Source: an optimization exercise on an open RTL-to-GDS flow (aim: small area, a short achievable clock period and few clock cycles per item). Production flows keep margins and buffers that such runs may drop. In this exercise RTL edits were held to simulation tests only and were not proved equivalent to the original. Power figures rest on the tool's default switching activity, not on a simulated workload.

==> flow/design.v (excerpt) <==
module rx_flow_top (
     input  logic                       clk
    ,input  logic                       rst_n
    ,input  logic                       hdr_val
    ,input  logic   [183:0]             hdr
    ,output logic                       hdr_rdy
    ,output logic                       tx_req_val
    ,output logic   [163:0]             tx_req
    ,input  logic                       tx_rdy
    ,output logic                       new_flow_val
    ,output logic   [98:0]              new_flow
    ,output logic                       drop_val
);
    localparam int NF = rx_pkg::FLOW_CNT;
    localparam int HW = 96 + 32 + 16 + 1;
    rx_pkg::rx_hdr_t        h_in;
    logic   [HW-1:0]        hin;
    assign h_in = hdr;
    assign hin  = {h_in.tuple, h_in.seq_num, h_in.payload_len, h_in.flags[rx_pkg::TCP_FLAG_SYN]};
    logic   [HW-1:0]        q;
    logic   [HW-1:0]        skid;
    logic                   q_v;
    logic                   skid_v;
    logic                   out_free;        
    assign out_free = !tx_req_val || tx_rdy;
    assign hdr_rdy  = !skid_v;
    always_ff @(posedge clk) begin
        if (!rst_n) begin
            q_v    <= 1'b0;
            skid_v <= 1'b0;
        end else begin
            if (!q_v || out_free) begin
                q_v    <= skid_v || hdr_val;
                skid_v <= 1'b0;
            end else if (hdr_val && !skid_v) begin
                skid_v <= 1'b1;
            end
        end
    end
    always_ff @(posedge clk) begin
        if (!q_v || out_free) q <= skid_v ? skid : hin;
        if (!skid_v)          skid <= hin;
    end
    logic   [95:0]          t_in;
    logic   [31:0]          seq;
    logic   [15:0]          len;
    logic                   syn;
    assign {t_in, seq, len, syn} = q;
    logic   [NF-1:0]        valid;
    logic   [95:0]          tup  [0:NF-1];
  ...
Size: about 3,900 cells after synthesis, roughly 60,000 sq um of cells after synthesis.
==> module rx_flow_top, before the edit <==
module rx_flow_top (
     input  logic                       clk
    ,input  logic                       rst_n
    ,input  logic                       hdr_val
    ,input  logic   [183:0]             hdr
    ,output logic                       hdr_rdy
    ,output logic                       tx_req_val
    ,output logic   [163:0]             tx_req
    ,input  logic                       tx_rdy
    ,output logic                       new_flow_val
    ,output logic   [98:0]              new_flow
    ,output logic                       drop_val
);
    localparam int NF = rx_pkg::FLOW_CNT;
    localparam int HW = 96 + 32 + 16 + 1;
    rx_pkg::rx_hdr_t        h_in;
    logic   [HW-1:0]        hin;
    assign h_in = hdr;
    assign hin  = {h_in.tuple, h_in.seq_num, h_in.payload_len, h_in.flags[rx_pkg::TCP_FLAG_SYN]};
    logic   [HW-1:0]        q;
    logic   [HW-1:0]        skid;
    logic                   q_v;
    logic                   skid_v;
    logic                   out_free;        
    assign out_free = !tx_req_val || tx_rdy;
    assign hdr_rdy  = !skid_v;
    always_ff @(posedge clk) begin
        if (!rst_n) begin
            q_v    <= 1'b0;
            skid_v <= 1'b0;
        end else begin
            if (!q_v || out_free) begin
                q_v    <= skid_v || hdr_val;
                skid_v <= 1'b0;
            end else if (hdr_val && !skid_v) begin
                skid_v <= 1'b1;
            end
        end
    end
    always_ff @(posedge clk) begin
        if (!q_v || out_free) q <= skid_v ? skid : hin;
        if (!skid_v)          skid <= hin;
    end
    logic   [95:0]          t_in;
    logic   [31:0]          seq;
    logic   [15:0]          len;
    logic                   syn;
    assign {t_in, seq, len, syn} = q;
    logic   [NF-1:0]        valid;
    logic   [95:0]          tup  [0:NF-1];
    logic   [31:0]          exps [0:NF-1];
    logic   [NF-1:0]        free_oh;         
    logic   [NF-1:0]        match;
    logic   [NF-1:0]        seq_eq;
    logic                   hit;
    logic                   full;
    logic   [2:0]           hit_id;
    logic   [2:0]           free_id;
    always_comb begin
        for (int i = 0; i < NF; i++) begin
            free_oh[i] = !valid[i] && (i == 0 || valid[(i == 0) ? 0 : i-1]);
            match[i]   = valid[i] && (tup[i] == t_in);
            seq_eq[i]  = (exps[i] == seq);
        end
    end
    assign hit  = |match;
    assign full = valid[NF-1];
    always_comb begin
        hit_id  = '0;
        free_id = '0;
        for (int i = 0; i < NF; i++) begin
            if (match[i])   hit_id  = hit_id  | 3'(i);
            if (free_oh[i]) free_id = free_id | 3'(i);
        end
    end
    logic                   accept;
    logic                   is_new;
    logic                   is_est;
    assign accept   = q_v && out_free;
    assign is_new   = syn && !hit && !full;
    assign is_est   = !syn && hit;
    logic   [31:0]          wdata;
    assign wdata = syn ? seq + 32'd1 : seq + 32'(len);
    always_ff @(posedge clk) begin
        for (int i = 0; i < NF; i++) begin
            if (free_oh[i]) tup[i] <= t_in;
            if ((free_oh[i] && syn) || (accept && !syn && match[i] && seq_eq[i]))
                exps[i] <= wdata;
        end
    end
    always_ff @(posedge clk) begin
        if (!rst_n)                 valid <= '0;
        else if (accept && is_new)  valid <= valid | free_oh;
    end
    logic                   kind_q;
    logic   [2:0]           id_q;
    logic   [95:0]          t_q;
    always_ff @(posedge clk) begin
        if (!rst_n) begin
            tx_req_val   <= 1'b0;
            new_flow_val <= 1'b0;
            drop_val     <= 1'b0;
        end else begin
            tx_req_val   <= accept ? (is_new || is_est) : (tx_req_val && !tx_rdy);
            new_flow_val <= accept && is_new;
            drop_val     <= accept && !is_new && !is_est;
        end
    end
    always_ff @(posedge clk) begin
        if (out_free) begin
            kind_q <= !syn;
            id_q   <= syn ? free_id : hit_id;
            t_q    <= t_in;
        end
    end
    rx_pkg::tx_req_t        tx_s;
    assign tx_s.kind           = rx_pkg::tx_kind_e'(kind_q);
    assign tx_s.flowid         = id_q;
    assign tx_s.tuple.src_ip   = t_q[63:32];
    assign tx_s.tuple.dst_ip   = t_q[95:64];
    assign tx_s.tuple.src_port = t_q[15:0];
    assign tx_s.tuple.dst_port = t_q[31:16];
    assign tx_s.seq_num        = rx_pkg::SERVER_ISN | 32'(kind_q);
    assign tx_s.ack_num        = exps[id_q];
    assign tx_req   = tx_s;
    assign new_flow = {id_q, t_q};
endmodule
Settings: LEC_CHECK=0, CAP_MARGIN=20, CORE_MARGIN=2, CORE_UTILIZATION=40, PLACE_DENSITY=0.6, SLEW_MARGIN=20; clock period 8.0 ns.
run.sh (not shown) runs the stock make flow with config.mk's settings and CLKGATE_MAP_FILE= SYNTH_SCRIPT=/design/flow/synth_recipe.tcl, a recipe that flattens the netlist after the stock synthesis.
Testbench counts at the start, summed over its fixed seeds: cycles 12,864, headers 12,800.
==> next run, changes <==
--- a/flow/design.v
+++ b/flow/design.v
@@ -52,40 +52,14 @@
     ,output logic                       drop_val
 );
     localparam int NF = rx_pkg::FLOW_CNT;
-    localparam int HW = 96 + 32 + 16 + 1;
-    rx_pkg::rx_hdr_t        h_in;
-    logic   [HW-1:0]        hin;
-    assign h_in = hdr;
-    assign hin  = {h_in.tuple, h_in.seq_num, h_in.payload_len, h_in.flags[rx_pkg::TCP_FLAG_SYN]};
-    logic   [HW-1:0]        q;
-    logic   [HW-1:0]        skid;
-    logic                   q_v;
-    logic                   skid_v;
-    logic                   out_free;        
-    assign out_free = !tx_req_val || tx_rdy;
-    assign hdr_rdy  = !skid_v;
-    always_ff @(posedge clk) begin
-        if (!rst_n) begin
-            q_v    <= 1'b0;
-            skid_v <= 1'b0;
-        end else begin
-            if (!q_v || out_free) begin
-                q_v    <= skid_v || hdr_val;
-                skid_v <= 1'b0;
-            end else if (hdr_val && !skid_v) begin
-                skid_v <= 1'b1;
-            end
-        end
-    end
-    always_ff @(posedge clk) begin
-        if (!q_v || out_free) q <= skid_v ? skid : hin;
-        if (!skid_v)          skid <= hin;
-    end
+    rx_pkg::rx_hdr_t        h;
+    assign h = hdr;
     logic   [95:0]          t_in;
     logic   [31:0]          seq;
-    logic   [15:0]          len;
     logic                   syn;
-    assign {t_in, seq, len, syn} = q;
+    assign t_in = h.tuple;
+    assign seq  = h.seq_num;
+    assign syn  = h.flags[rx_pkg::TCP_FLAG_SYN];
     logic   [NF-1:0]        valid;
     logic   [95:0]          tup  [0:NF-1];
     logic   [31:0]          exps [0:NF-1];
@@ -113,14 +87,17 @@
             if (free_oh[i]) free_id = free_id | 3'(i);
         end
     end
+    logic                   out_free;
     logic                   accept;
     logic                   is_new;
     logic                   is_est;
-    assign accept   = q_v && out_free;
+    assign out_free = !tx_req_val || tx_rdy;
+    assign hdr_rdy  = out_free;
+    assign accept   = hdr_val && out_free;
     assign is_new   = syn && !hit && !full;
     assign is_est   = !syn && hit;
     logic   [31:0]          wdata;
-    assign wdata = syn ? seq + 32'd1 : seq + 32'(len);
+    assign wdata = syn ? seq + 32'd1 : seq + 32'(h.payload_len);
     always_ff @(posedge clk) begin
         for (int i = 0; i < NF; i++) begin
             if (free_oh[i]) tup[i] <= t_in;
Power went down by 19%.
Cell area went down by 11%.
Via count went up by 0.79%.
Core utilization went down by 0.17 points.
Routed wire length went up by 2.6%.
Die area went down by 10%.
Global-route usage went up by 3.5 points.
Worst setup slack is worse by 0.11 ns.
Non-clock buffer count went down by 2.
Synthesized area went down by 10%.
Testbench counts after the change, summed over its fixed seeds: cycles 12,832, headers 12,800.

## what the ideal ports hide
In the flow no input, the clock included, has a driving cell. The finished layouts below were timed again as built, in two steps.
Step 1: set_driving_cell puts a clkbuf_16 on clk and a buf_2 on each other input, an assumption about the parent block.
Step 2 times the ports against the registers' clock, not the clock port: input delays grow and output delays shrink by t, the midpoint of the rising clock arrivals with the driver on.
Slacks: no drivers / after step 1 / after step 2; pairs: no drivers / after step 1.
run | t, ns | slack for setup (ns) | worst register clock-pin slew, ns
the first run | 0.875 | 2.128 / 2.048 / 2.924 | 0.07 / 0.07
the second run | 0.825 | 2.018 / 2.049 / 1.225 | 0.07 / 0.07
After both steps every run listed still meets setup and hold. For the second run, which loses most, drivers alone change the setup slack by +0.031 ns; drivers and shift together by -0.793 ns.
